This is an optimization exercise on Yosys and OpenROAD, whose aim is small area, not a production implementation.
Where RTL was checked, it was by simulation tests only, not by an equivalence proof against the original.
No functional check of the RTL was part of run 2.
No activity file was given, so power comes from the tool's default toggle rates.

===== flow/design.v =====
package sys_defs;
  localparam int DEF_IDX_W = 5;
  localparam int ZERO_REG = 0;
  typedef logic [DEF_IDX_W-1:0] regidx_t;
endpackage
module regfile_mp_wsel #(
  parameter int NUM_WR = 1,
  parameter int IDX_W = 5,
  localparam int PW = NUM_WR > 1 ? $clog2(NUM_WR) : 1
) (
  input  logic [IDX_W-1:0]             idx,
  input  logic [NUM_WR-1:0]            wr_en,
  input  logic [NUM_WR-1:0][IDX_W-1:0] wr_idx,
  output logic                         hit,
  output logic [PW-1:0]                sel
);
  always_comb begin
    hit = 1'b0;
    sel = '0;
    for (int p = 0; p < NUM_WR; p++)
      if (wr_en[p] && wr_idx[p] == idx) begin
        hit = 1'b1;
        sel = PW'(p);
      end
  end
endmodule
module regfile_mp #(
  parameter int DATA_W = 32,
  parameter int NUM_REGS = 32,
  parameter int NUM_RD = 2,
  parameter int NUM_WR = 1,
  parameter bit ZERO_REG_EN = 1'b1,
  parameter bit BYPASS = 1'b1,
  localparam int IDX_W = $clog2(NUM_REGS),
  localparam int PW = NUM_WR > 1 ? $clog2(NUM_WR) : 1
) (
  input  logic                              clk,
  input  logic                              rst_n,
  input  logic [NUM_RD-1:0][IDX_W-1:0]      rd_idx,
  output logic [NUM_RD-1:0][DATA_W-1:0]     rd_data,
  output logic [NUM_RD-1:0]                 rd_busy,
  input  logic [NUM_WR-1:0]                 wr_en,
  input  logic [NUM_WR-1:0][IDX_W-1:0]      wr_idx,
  input  logic [NUM_WR-1:0][DATA_W-1:0]     wr_data,
  input  logic                              alloc_en,
  input  logic [IDX_W-1:0]                  alloc_idx,
  input  logic                              flush,
  output logic [IDX_W:0]                    busy_cnt
);
  logic [NUM_REGS-1:0][DATA_W-1:0] regs;
  logic [NUM_REGS-1:0] wr_hit, busy, busy_nxt;
  logic [IDX_W:0] cnt_nxt;
  for (genvar i = 0; i < NUM_REGS; i++) begin : g_reg
    logic [DATA_W-1:0] q;
    logic [PW-1:0] sel;
    regfile_mp_wsel #(.NUM_WR(NUM_WR), .IDX_W(IDX_W)) u_wsel (
      .idx(IDX_W'(i)), .wr_en(wr_en), .wr_idx(wr_idx), .hit(wr_hit[i]), .sel(sel)
    );
    always_ff @(posedge clk or negedge rst_n)
      if (!rst_n) q <= '0;
      else if (wr_hit[i] && !(ZERO_REG_EN && i == sys_defs::ZERO_REG)) q <= wr_data[sel];
    assign regs[i] = q;
  end
  always_comb begin
    busy_nxt = busy;
    cnt_nxt = '0;
    for (int i = 0; i < NUM_REGS; i++) begin
      if (wr_hit[i]) busy_nxt[i] = 1'b0;
      if (alloc_en && alloc_idx == IDX_W'(i)) busy_nxt[i] = 1'b1;
      if (flush || (ZERO_REG_EN && i == sys_defs::ZERO_REG)) busy_nxt[i] = 1'b0;
      cnt_nxt = cnt_nxt + (IDX_W+1)'(busy_nxt[i]);
    end
  end
  always_ff @(posedge clk or negedge rst_n)
    if (!rst_n) begin
      busy <= '0;
      busy_cnt <= '0;
    end else begin
      busy <= busy_nxt;
      busy_cnt <= cnt_nxt;
    end
  for (genvar r = 0; r < NUM_RD; r++) begin : g_rd
    logic hit, zero, byp, same_alloc;
    logic [PW-1:0] sel;
    regfile_mp_wsel #(.NUM_WR(NUM_WR), .IDX_W(IDX_W)) u_wsel (
      .idx(rd_idx[r]), .wr_en(wr_en), .wr_idx(wr_idx), .hit(hit), .sel(sel)
    );
    assign zero = ZERO_REG_EN && rd_idx[r] == IDX_W'(sys_defs::ZERO_REG);
    assign byp = BYPASS && rst_n && hit;
    assign same_alloc = alloc_en && alloc_idx == rd_idx[r];
    assign rd_data[r] = zero ? '0 : byp ? wr_data[sel] : regs[rd_idx[r]];
    assign rd_busy[r] = zero ? 1'b0 : (byp && !same_alloc) ? 1'b0 : busy[rd_idx[r]];
  end
endmodule
module regfile_top (
  input  logic        clk,
  input  logic        rst_n,
  input  logic [9:0]  rd_idx,
  output logic [63:0] rd_data,
  output logic [1:0]  rd_busy,
  input  logic [1:0]  wr_en,
  input  logic [9:0]  wr_idx,
  input  logic [63:0] wr_data,
  input  logic        alloc_en,
  input  logic [4:0]  alloc_idx,
  input  logic        flush,
  output logic [5:0]  busy_cnt
);
  logic [31:0] wd0, wd1;
  logic [4:0]  wi0, wi1;
  assign wd0 = wr_data[31:0];
  assign wd1 = wr_data[63:32];
  assign wi0 = wr_idx[4:0];
  assign wi1 = wr_idx[9:5];
  logic [31:1] h0, h1, w0, hold, al;
  logic [31:1] vld, busy, busy_nxt;
  logic [31:1][31:0] rf;
  for (genvar i = 1; i < 32; i++) begin : g_reg
    assign h0[i]   = wr_en[0] && wi0 == 5'(i);
    assign h1[i]   = wr_en[1] && wi1 == 5'(i);
    assign w0[i]   = h0[i] && !h1[i];
    assign hold[i] = !(h0[i] || h1[i]);
    assign al[i]   = alloc_en && alloc_idx == 5'(i);
    always_ff @(posedge clk)
      rf[i] <= ({32{h1[i]}} & wd1) | ({32{w0[i]}} & wd0) | ({32{hold[i]}} & rf[i]);
    always_ff @(posedge clk or negedge rst_n)
      if (!rst_n) vld[i] <= 1'b0;
      else if (!hold[i]) vld[i] <= 1'b1;
    assign busy_nxt[i] = !flush && ((busy[i] && hold[i]) || al[i]);
  end
  logic [4:0] cnt_nxt, cnt;
  always_comb begin
    cnt_nxt = '0;
    for (int i = 1; i < 32; i++) cnt_nxt = cnt_nxt + 5'(busy_nxt[i]);
  end
  assign busy_cnt = {1'b0, cnt};
  always_ff @(posedge clk or negedge rst_n)
    if (!rst_n) begin
      busy <= '0;
      cnt <= '0;
    end else begin
      busy <= busy_nxt;
      cnt <= cnt_nxt;
    end
  for (genvar r = 0; r < 2; r++) begin : g_rd
    logic [4:0] idx;
    logic z, b0, b1, byp, same_alloc;
    logic [31:1] sd, sb;
    logic [31:0] acc;
    logic bacc;
    assign idx = rd_idx[5*r +: 5];
    assign z = idx == 5'd0;
    assign b1 = rst_n && !z && wr_en[1] && wi1 == idx;
    assign b0 = rst_n && !z && wr_en[0] && wi0 == idx && !b1;
    assign byp = b0 || b1;
    assign same_alloc = alloc_en && alloc_idx == idx;
    always_comb begin
      acc = ({32{b1}} & wd1) | ({32{b0}} & wd0);
      bacc = 1'b0;
      for (int i = 1; i < 32; i++) begin
        sd[i] = idx == 5'(i) && vld[i] && !byp;
        sb[i] = idx == 5'(i) && !(byp && !same_alloc);
        acc = acc | ({32{sd[i]}} & rf[i]);
        bacc = bacc | (sb[i] && busy[i]);
      end
    end
    assign rd_data[32*r +: 32] = acc;
    assign rd_busy[r] = bacc;
  end
endmodule

===== flow/run.sh =====
#!/bin/bash
# synth_recipe.tcl (not shown) runs the flow's synth.tcl, then flattens the netlist and writes it again
# the make line also repeats each setting of config.mk as NAME=value (left out here)
make -C /OpenROAD-flow-scripts/flow DESIGN_CONFIG=/design/flow/config.mk WORK_HOME=/design/flow/orfs CLKGATE_MAP_FILE= SYNTH_SCRIPT=/design/flow/synth_recipe.tcl finish

===== flow/config.mk =====
export PLATFORM = sky130hd
export DESIGN_NAME = regfile_top
export DESIGN_NICKNAME = regfile_top
export VERILOG_FILES = /design/flow/design.v
export SDC_FILE = /design/flow/constraint.sdc
export NUM_CORES = 4
export LEC_CHECK = 0
export CAP_MARGIN = 20
export CORE_MARGIN = 2
export CORE_UTILIZATION = 45
export SLEW_MARGIN = 20

===== flow/constraint.sdc =====
create_clock -name core_clock -period 8.0 [get_ports {clk}]
set_input_delay 1.6000 -clock core_clock [delete_from_list [all_inputs] [get_ports {clk}]]
set_output_delay 1.6000 -clock core_clock [all_outputs]
set_load 0.01 [all_outputs]

==> impl_metrics.sql, run 1 <==
INSERT INTO impl_metrics (metric_group, metric, value, unit) VALUES
('run_status', 'status', 'no timing/DRC/antenna violations', ''),
('detailed_routing', 'initialDrtViolationCount', '13447', ''),
('synth', 'synth-compound-area-share', '25.4', '%'),
('clock_tree', 'clock_tree_from_tritoncts', 'yes', ''),
('synth', 'largest_family_of_logic_cells_by_synthesized_area', 'compound AO/OA/AOI/OAI gates', ''),
('critical_path', 'worst_setup_path_start_kind', 'primary input', ''),
('synth', 'synth_async_sr_flop_share', '6.33', '%'),
('detailed_routing', 'final_antenna_net_count', '0', ''),
('floorplan', 'io_pins', '167', ''),
('worst_hold_path', 'holdCritPathClass', 'reg2reg', ''),
('critical_path', 'critPathMaxFanout', '20', ''),
('timing', 'finalCritPeriodShare', '99.5', '%'),
('power_and_ir_drop', 'power.share.sequential', '47.3', '%'),
('timing', 'setup_viol', '0', ''),
('critical_path', 'cp_max_stage_cell', 'sky130_fd_sc_hd__and3_2', ''),
('layout', 'area.growth.synth_to_final', '15.2', '%'),
('power_and_ir_drop', 'power.ir.vdd_worst', '0.264', 'mV'),
('detailed_routing', 'num_vias', '65042', ''),
('place', 'place.gp.congestion', '1.03', ''),
('power_and_ir_drop', 'power.total', '17.7', 'mW'),
('clock_tree', 'postCtsHoldBufs', '0', ''),
('synth', 'synth_fp_nets', '7231', ''),
('critical_path', 'cp.required', '6.40', 'ns'),
('timing', 'max_slew_headroom', '12.8', '%'),
('critical_path', 'setup.worst_path.class', 'in2out', ''),
('detailed_routing', 'drc', '0', ''),
('synth', 'synth_xor_xnor_area_share', '0.428', '%'),
('floorplan', 'overall_die_width', '367', 'um'),
('power_and_ir_drop', 'pwr-share-comb', '20.0', '%'),
('floorplan', 'floorplan.die_area', '135000', 'um^2'),
('global_route', 'first_global_vias', '58713', ''),
('global_route', 'first_pass_grt_wire_length', '482000', 'um'),
('clock_tree', 'clkSinkCount', '1059', ''),
('clock_tree', 'cts_resized', '0', ''),
('timing', 'setup_repair_after_global_routing_missed_its_margin', 'false', ''),
('synth', 'synth_area_leader_cell', 'sky130_fd_sc_hd__dfxtp_1', ''),
('place', 'buffer_ports.inserted', '165', ''),
('timing', 'achievable_clock_frequency', '126', 'MHz'),
('power_and_ir_drop', 'power.net_switching', '6.14', 'mW'),
('floorplan', 'fp.coreArea', '131000', 'um^2'),
('critical_path', 'critical_path_cell_sequence', 'clkdlybuf4s50_1 -> buf_4 -> nor3b_1 -> and3_2 -> buf_4 -> a222oi_1 -> and3_1 -> a31oi_1 -> a221oi_1 -> nand3_1 -> clkdlybuf4s50_1', ''),
('detailed_routing', 'drt-vias-per-instance', '7.33', ''),
('critical_path', 'end_kind', 'output port', ''),
('synth', 'syn_avg_cell_area', '8.35', 'um^2'),
('global_route', 'grt.total_usage', '50.6', '%'),
('place', 'post-dp-hpwl', '228000', 'um'),
('critical_path', 'family_with_the_most_delay_on_the_worst_path', 'buffers and inverters', ''),
('layout', 'finalCoreUtilization', '52.1', '%'),
('clock_tree', 'ctsLongestPathBuffers', '3', ''),
('detailed_routing', 'drt_first_pass_iters', '10', ''),
('place', 'dp_worst_setup_slack', '0.00369', 'ns'),
('layout', 'filler_cell_count', '12564', ''),
('layout', 'nets', '7114', ''),
('critical_path', 'timing.critical_path.slowest_cell_delay', '1.00', 'ns'),
('clock_tree', 'clkLatencyLatePin', '0.79', 'ns'),
('layout', 'register_area', '21500', 'um^2'),
('timing', 'timing_hold_violations_final', '0', ''),
('timing', 'tns', '0', 'ns'),
('clock_tree', 'clk_pin_slew', '0.06', 'ns'),
('detailed_routing', 'drt-wirelength-per-cell', '40.2', 'um'),
('synth', 'synthesized_area_fraction_occupied_by_adder_cells', '0.924', '%'),
('power_and_ir_drop', 'static-leakage-power', '28.4', 'nW'),
('synth', 'synth-edff-count', '0', ''),
('synth', 'synth.ff_latch_count', '1059', ''),
('synth', 'ys_seq_area_share', '36.3', '%'),
('synth', 'synthesis.yosys.warnings', '1', ''),
('layout', 'top_library_cells_by_usage_in_the_layout_fill_and_taps_aside', 'sky130_fd_sc_hd__mux2i_1 (996), sky130_fd_sc_hd__dfxtp_1 (992), sky130_fd_sc_hd__nand2_1 (637)', ''),
('global_route', 'antenna_found_initial', '34', ''),
('floorplan', 'rows', '133', ''),
('synth', 'synthTopCellsByArea', 'sky130_fd_sc_hd__dfxtp_1 (33%), sky130_fd_sc_hd__mux2i_1 (17%), sky130_fd_sc_hd__a22oi_1 (5.9%)', ''),
('global_route', 'pin_count_of_the_biggest_net_entering_global_routing', '66', '');
[synthesized netlist by cell type, drive strengths merged, types with 26 or more instances]
library cell and n:
a21oi 592, a221o 26, a221oi 175, a222oi 93, a22o 147, a22oi 463
a31oi 71, a32oi 34, and2 55, and3 66, buf 261, clkbuf 620
dfrtp 67, dfxtp 992, inv 45, mux2i 996, nand2 666, nand3 90
nand3b 36, nand4 61, nor2 616, nor3 31, o21ai 538
[per-layer routing]
| layer | vias up | part of all wire (%) | global-route usage (%) |
|---|---|---|---|
| met2 | 6382 | 39 | 69.9 |
| met4 | 30 | 10 | 41.2 |
| met3 | 1946 | 15 | 20.9 |
| met1 | 30722 | 35 | 61.0 |
| met5 | - | 0.11 | 1.03 |
| li1 | 25962 | - | - |
[state kept, by name (all words and copies together) (netlist names)]
signal,count
rf,992
cnt,5
vld,31
busy,31
[per-stage QoR]
stage,hold slack [ns],instance area [um^2],cells
2_1_floorplan,0.442,59300,7106
3_3_place_gp,0.472,64200,8619
3_5_place_dp,0.474,64200,8620
4_1_cts,0.486,68200,8842
5_1_grt,0.507,68200,8843
6_report,0.493,68300,8874
[final timing paths]
kind | start | to | slack [ns] | cells past startpoint
min | vld[25] | vld[25] | 0.49 | 1
max reg2reg | busy[28] | cnt[4] | 2.50 | 16
max in group asynchronous | rst_n | busy[6] | 6.18 | 2
min in group asynchronous | rst_n | vld[16] | 0.78 | 1
min reg2reg | vld[25] | vld[25] | 0.49 | 1
max | rd_idx[3] | rd_data[0] | 0.04 | 11
[cell families (layout without fill, tap and decap cells)]
logic type,Yosys count,after routing
buf+inv,926,908
simple gates,1776,1776
fa+ha+maj,30,30
compound gates,2284,2284
flops,1059,1059
xor+xnor,29,29
other cells,1,32
mux,1001,1001
[power by group through the flow]
stage	Combinational, mW	Clock (mW)	Sequential, mW
floorplan	2.14	0	7.62
global placement	3.27	0	8.30
detailed placement	3.36	0	8.33
CTS	3.37	5.77	8.22
global route	3.74	5.99	8.39
finish	3.54	5.81	8.37
[final cells by class]
type,count,share of cell area (%)
Tap cell,1755,3.21
Inverter,45,0.247
Multi-Input combinational cell,5121,50.7
Clock buffer,187,5.31
Clock inverter,35,0.592
Timing Repair Buffer,641,8.34
Antenna cell,31,0.114
Sequential cell,1059,31.5
==> run 2: changes to the inputs <==
--- a/flow/design.v
+++ b/flow/design.v
@@ -107,64 +107,10 @@
   output logic [5:0]  busy_cnt
 );
-  logic [31:0] wd0, wd1;
-  logic [4:0]  wi0, wi1;
-  assign wd0 = wr_data[31:0];
-  assign wd1 = wr_data[63:32];
-  assign wi0 = wr_idx[4:0];
-  assign wi1 = wr_idx[9:5];
-  logic [31:1] h0, h1, w0, hold, al;
-  logic [31:1] vld, busy, busy_nxt;
-  logic [31:1][31:0] rf;
-  for (genvar i = 1; i < 32; i++) begin : g_reg
-    assign h0[i]   = wr_en[0] && wi0 == 5'(i);
-    assign h1[i]   = wr_en[1] && wi1 == 5'(i);
-    assign w0[i]   = h0[i] && !h1[i];
-    assign hold[i] = !(h0[i] || h1[i]);
-    assign al[i]   = alloc_en && alloc_idx == 5'(i);
-    always_ff @(posedge clk)
-      rf[i] <= ({32{h1[i]}} & wd1) | ({32{w0[i]}} & wd0) | ({32{hold[i]}} & rf[i]);
-    always_ff @(posedge clk or negedge rst_n)
-      if (!rst_n) vld[i] <= 1'b0;
-      else if (!hold[i]) vld[i] <= 1'b1;
-    assign busy_nxt[i] = !flush && ((busy[i] && hold[i]) || al[i]);
-  end
-  logic [4:0] cnt_nxt, cnt;
-  always_comb begin
-    cnt_nxt = '0;
-    for (int i = 1; i < 32; i++) cnt_nxt = cnt_nxt + 5'(busy_nxt[i]);
-  end
-  assign busy_cnt = {1'b0, cnt};
-  always_ff @(posedge clk or negedge rst_n)
-    if (!rst_n) begin
-      busy <= '0;
-      cnt <= '0;
-    end else begin
-      busy <= busy_nxt;
-      cnt <= cnt_nxt;
-    end
-  for (genvar r = 0; r < 2; r++) begin : g_rd
-    logic [4:0] idx;
-    logic z, b0, b1, byp, same_alloc;
-    logic [31:1] sd, sb;
-    logic [31:0] acc;
-    logic bacc;
-    assign idx = rd_idx[5*r +: 5];
-    assign z = idx == 5'd0;
-    assign b1 = rst_n && !z && wr_en[1] && wi1 == idx;
-    assign b0 = rst_n && !z && wr_en[0] && wi0 == idx && !b1;
-    assign byp = b0 || b1;
-    assign same_alloc = alloc_en && alloc_idx == idx;
-    always_comb begin
-      acc = ({32{b1}} & wd1) | ({32{b0}} & wd0);
-      bacc = 1'b0;
-      for (int i = 1; i < 32; i++) begin
-        sd[i] = idx == 5'(i) && vld[i] && !byp;
-        sb[i] = idx == 5'(i) && !(byp && !same_alloc);
-        acc = acc | ({32{sd[i]}} & rf[i]);
-        bacc = bacc | (sb[i] && busy[i]);
-      end
-    end
-    assign rd_data[32*r +: 32] = acc;
-    assign rd_busy[r] = bacc;
-  end
+  regfile_mp #(
+    .DATA_W(32), .NUM_REGS(32), .NUM_RD(2), .NUM_WR(2), .ZERO_REG_EN(1'b1), .BYPASS(1'b1)
+  ) u_rf (
+    .clk(clk), .rst_n(rst_n), .rd_idx(rd_idx), .rd_data(rd_data), .rd_busy(rd_busy),
+    .wr_en(wr_en), .wr_idx(wr_idx), .wr_data(wr_data), .alloc_en(alloc_en),
+    .alloc_idx(alloc_idx), .flush(flush), .busy_cnt(busy_cnt)
+  );
 endmodule
--- a/flow/config.mk
+++ b/flow/config.mk
@@ -8,4 +8,4 @@
 export CAP_MARGIN = 20
 export CORE_MARGIN = 2
-export CORE_UTILIZATION = 45
+export CORE_UTILIZATION = 40
 export SLEW_MARGIN = 20
==> impl_metrics.sql, run 2 <==
INSERT INTO impl_metrics (metric_group, metric, value, unit) VALUES
('synth', 'synthesis.area', '67200', 'um^2'),
('timing', 'tns', '0', 'ns'),
('clock_tree', 'clk_pin_slew', '0.07', 'ns'),
('clock_tree', 'clk_root_buf', 'sky130_fd_sc_hd__clkbuf_16', ''),
('synth', 'synthesis.yosys.warnings', '2', ''),
('synth', 'synth_async_sr_flop_share', '100', '%'),
('detailed_routing', 'drt-wirelength-per-cell', '30.4', 'um'),
('synth', 'top_post_synthesis_cells_by_count', 'sky130_fd_sc_hd__mux2i_1 (1248), sky130_fd_sc_hd__dfrtp_1 (1029), sky130_fd_sc_hd__a21oi_1 (620), sky130_fd_sc_hd__nor2_1 (618), sky130_fd_sc_hd__nand2_1 (575)', ''),
('synth', 'synth_area_leader_cell', 'sky130_fd_sc_hd__dfrtp_1', ''),
('timing', 'final_period_minus_worst_setup_slack', '7.21', 'ns'),
('detailed_routing', 'final_antenna_net_count', '0', ''),
('synth', 'yosysMostFrequentCell', 'sky130_fd_sc_hd__mux2i_1', ''),
('timing', 'measured_slew_at_the_worst_slew_check_pin', '1.18', 'ns'),
('detailed_routing', 'drc', '0', ''),
('power_and_ir_drop', 'clock_power_share', '32.4', '%'),
('floorplan', 'overall_die_width', '414', 'um'),
('floorplan', 'rows', '150', ''),
('synth', 'yosys.area.top_type_share', '38.3', '%'),
('place', 'buffer_ports.inserted', '166', ''),
('power_and_ir_drop', 'pwr-share-comb', '25.1', '%'),
('timing', 'fin_worst_hold_slack', '0.592', 'ns'),
('synth', 'synth-main-ff-cell', 'sky130_fd_sc_hd__dfrtp_1', ''),
('layout', 'regMostFlops', 'u_rf.g.q', ''),
('critical_path', 'worst_setup_path_start_kind', 'primary input', ''),
('timing', 'timing_hold_violations_final', '0', ''),
('detailed_routing', 'drt_first_pass_iters', '6', ''),
('power_and_ir_drop', 'static-leakage-power', '31.4', 'nW'),
('layout', 'top_library_cells_by_usage_in_the_layout_fill_and_taps_aside', 'sky130_fd_sc_hd__mux2i_1 (1248), sky130_fd_sc_hd__dfrtp_1 (1029), sky130_fd_sc_hd__a21oi_1 (620)', ''),
('power_and_ir_drop', 'power-per-cell-area', '240', 'nW/um^2'),
('synth', 'synthTopCellsByArea', 'sky130_fd_sc_hd__dfrtp_1 (38%), sky130_fd_sc_hd__mux2i_1 (19%), sky130_fd_sc_hd__mux4_2 (12%)', ''),
('layout', 'nets', '6514', ''),
('floorplan', 'io_pins', '167', ''),
('synth', 'synth_fp_nets', '6812', ''),
('detailed_routing', 'num_vias', '54996', ''),
('power_and_ir_drop', 'power.share.sequential', '42.5', '%'),
('clock_tree', 'post-cts-setup-buffers', '0', ''),
('critical_path', 'end_kind', 'output port', ''),
('synth', 'yosysUniqueCellTypes', '55', ''),
('clock_tree', 'cts_resized', '0', ''),
('power_and_ir_drop', 'power.ir.vdd_worst', '0.196', 'mV'),
('global_route', 'antenna_found_initial', '6', ''),
('power_and_ir_drop', 'p_sw_share', '31.1', '%'),
('worst_hold_path', 'holdCritPathClass', 'reg2reg', ''),
('critical_path', 'setup.worst_path.class', 'in2out', ''),
('critical_path', 'crit_arrival', '5.61', 'ns'),
('global_route', 'pin_count_of_the_biggest_net_entering_global_routing', '136', ''),
('layout', 'largest_register_ffs', '992', ''),
('timing', 'max_slew_headroom', '21.4', '%'),
('floorplan', 'die_h', '414', 'um'),
('run', 'cap_violations', '0', ''),
('power_and_ir_drop', 'power.net_switching', '5.58', 'mW'),
('place', 'post-dp-hpwl', '149000', 'um'),
('synth', 'synth-edff-count', '0', ''),
('global_route', 'grt.total_usage', '30.4', '%'),
('floorplan', 'floorplan.die_area', '171000', 'um^2'),
('power_and_ir_drop', 'power.internal', '12.3', 'mW'),
('layout', 'area.growth.synth_to_final', '11.0', '%'),
('clock_tree', 'ctsLongestPathBuffers', '3', ''),
('synth', 'synthCells', '6685', ''),
('layout', 'biggestRegsByFlops', 'u_rf.g.q x992, u_rf.busy x31, u_rf.busy_cnt x6', ''),
('global_route', 'first_global_vias', '53027', ''),
('synth', 'syn_avg_cell_area', '10.1', 'um^2'),
('layout', 'drive_gt1_share', '15.4', '%'),
('synth', 'ys_seq_area_share', '38.3', '%'),
('timing', 'setup_viol', '0', ''),
('floorplan', 'initial_core_util', '40.2', '%'),
('run_status', 'status', 'no timing/DRC/antenna violations', ''),
('critical_path', 'cp.required', '6.40', 'ns'),
('place', 'place.gp.congestion', '0.876', ''),
('critical_path', 'critPathMaxFanout', '11', ''),
('detailed_routing', 'totalWireLength', '264000', 'um'),
('layout', 'layout_commonest_cell', 'sky130_fd_sc_hd__mux2i_1', ''),
('detailed_routing', 'drt-vias-per-instance', '6.33', ''),
('global_route', 'first_pass_grt_wire_length', '382000', 'um'),
('synth', 'synth.ff_latch_count', '1029', ''),
('clock_tree', 'clkSinkCount', '1029', ''),
('clock_tree', 'ctsHtreeMaxLevel', '3', ''),
('clock_tree', 'postCtsHoldBufs', '0', ''),
('timing', 'setup_repair_after_global_routing_missed_its_margin', 'false', ''),
('timing', 'timing_max_transition_violations_final', '0', ''),
('timing', 'achievable_clock_frequency', '139', 'MHz'),
('clock_tree', 'cts_buffers', '116', ''),
('detailed_routing', 'initialDrtViolationCount', '6854', ''),
('floorplan', 'fp.coreArea', '167000', 'um^2'),
('timing', 'finalCritPeriodShare', '90.1', '%'),
('clock_tree', 'clkLatencyLatePin', '0.77', 'ns'),
('timing', 'worst_clock_skew', '0.0385', 'ns'),
('clock_tree', 'clock_tree_from_tritoncts', 'yes', ''),
('global_route', 'global_route.overflow_total', '0', '');
## run 2: cell type report
| class | count | area, um^2 |
|---|---|---|
| well taps | 2204 | 2760 |
| clock inverters | 42 | 654 |
| multi-input cells | 4777 | 38100 |
| clock buffers | 169 | 3380 |
| fillers | 15618 | 92400 |
| inverters | 44 | 165 |
| flip-flops and latches | 1029 | 25700 |
| diodes | 6 | 15.0 |
| repair buffers | 419 | 3740 |
## run 2: cells by family after synthesis
| logic type | share of synthesized area (%) |
|---|---|
| AOI/OAI and AO/OA | 12.8 |
| xor gates and xnor gates | 0.430 |
| adders and majority gates | 0.853 |
| buffers and inverters | 5.68 |
| DFF | 38.3 |
| muxes | 32.6 |
| and+or+nand+nor | 9.28 |
## run 2: final timing paths
path	startpoint	end	slack, ns	cells after the start
worst max-delay path	wr_idx[7]	rd_data[53]	0.79	9
worst min-delay path	u_rf.g_reg[18].q[5]	u_rf.g_reg[18].q[5]	0.59	2
worst max register to register	u_rf.busy[2]	u_rf.busy_cnt[4]	2.83	18
worst min register to register	u_rf.g_reg[18].q[5]	u_rf.g_reg[18].q[5]	0.59	2
max in group asynchronous	rst_n	u_rf.g_reg[26].q[10]	3.79	4
min in group asynchronous	rst_n	u_rf.busy_cnt[1]	0.94	1
## run 2: per-layer routing
metal / part of all wire (%) / wire length, um / vias to the layer above / global-route usage, %
met4: 5.3 / 14000 / 4 / 14.9
met1: 39 / 104000 / 27496 / 39.9
li1: - / - / 23505 / -
met5: 0.0083 / 22 / - / 0
met3: 9.9 / 26200 / 719 / 6.81
met2: 45 / 120000 / 3272 / 47.3
## run 2: power by group through the flow
stage | logic, mW | clock network [mW] | registers [mW]
2_1_floorplan | 3.32 | 0 | 7.29
3_3_place_gp | 4.36 | 0 | 7.56
3_5_place_dp | 4.47 | 0 | 7.63
4_1_cts | 4.47 | 5.85 | 7.56
5_1_grt | 4.89 | 6.06 | 7.76
6_report | 4.49 | 5.79 | 7.62
## run 2: metrics by stage
step                cells  setup WS (ns)  area, um^2  utilization [%]  total power [mW]
floorplan            6685          0.905       67200                -              10.6
global placement     8473          0.178       70500             42.2              11.9
detailed placement   8473          0.186       70500             42.2              12.1
CTS                  8684          0.865       74600             44.7              17.9
global route         8686          0.561       74600             44.7              18.7
finish               8690          0.794       74600             44.7              17.9
## run 2: critical path: stages
cell	delay [ns]
sky130_fd_sc_hd__clkdlybuf4s50_1	0.56
sky130_fd_sc_hd__buf_4	0.27
sky130_fd_sc_hd__xnor2_1	0.14
sky130_fd_sc_hd__nand4_1	0.31
sky130_fd_sc_hd__o22ai_1	0.59
sky130_fd_sc_hd__nand2_1	0.23
sky130_fd_sc_hd__nand2_2	0.70
sky130_fd_sc_hd__o21ai_0	0.58
sky130_fd_sc_hd__clkdlybuf4s50_1	0.62

-- afterwards: timing with drivers on the ports --
How much do the figures lean on ideal ports? The routed layouts below were timed once more, with nothing changed but the port constraints. Step 1 sets driving cells, clkbuf_16 on the clock port and buf_2 on the other inputs (assumed; they add their load-dependent delay and slew). Step 2 also shifts input and output timing later by t, the mid clock arrival at the registers, as if the neighbouring blocks saw the same clock. Slacks: ideal / step 1 / step 2; pairs: ideal / step 1.
| run | shift t [ns] | setup WS [ns] | clock arrival spread, ns |
|---|---|---|---|
| run 1 | 0.874 | 0.041 / -0.030 / -0.146 | 0.039 / 0.040 |
| run 2 | 0.831 | 0.794 / 0.711 / 0.047 | 0.044 / 0.044 |
Met with ideal ports but missed after step 2: setup timing in run 1. For run 2, which loses most, drivers alone change the setup slack by -0.083 ns; drivers and shift together by -0.747 ns.
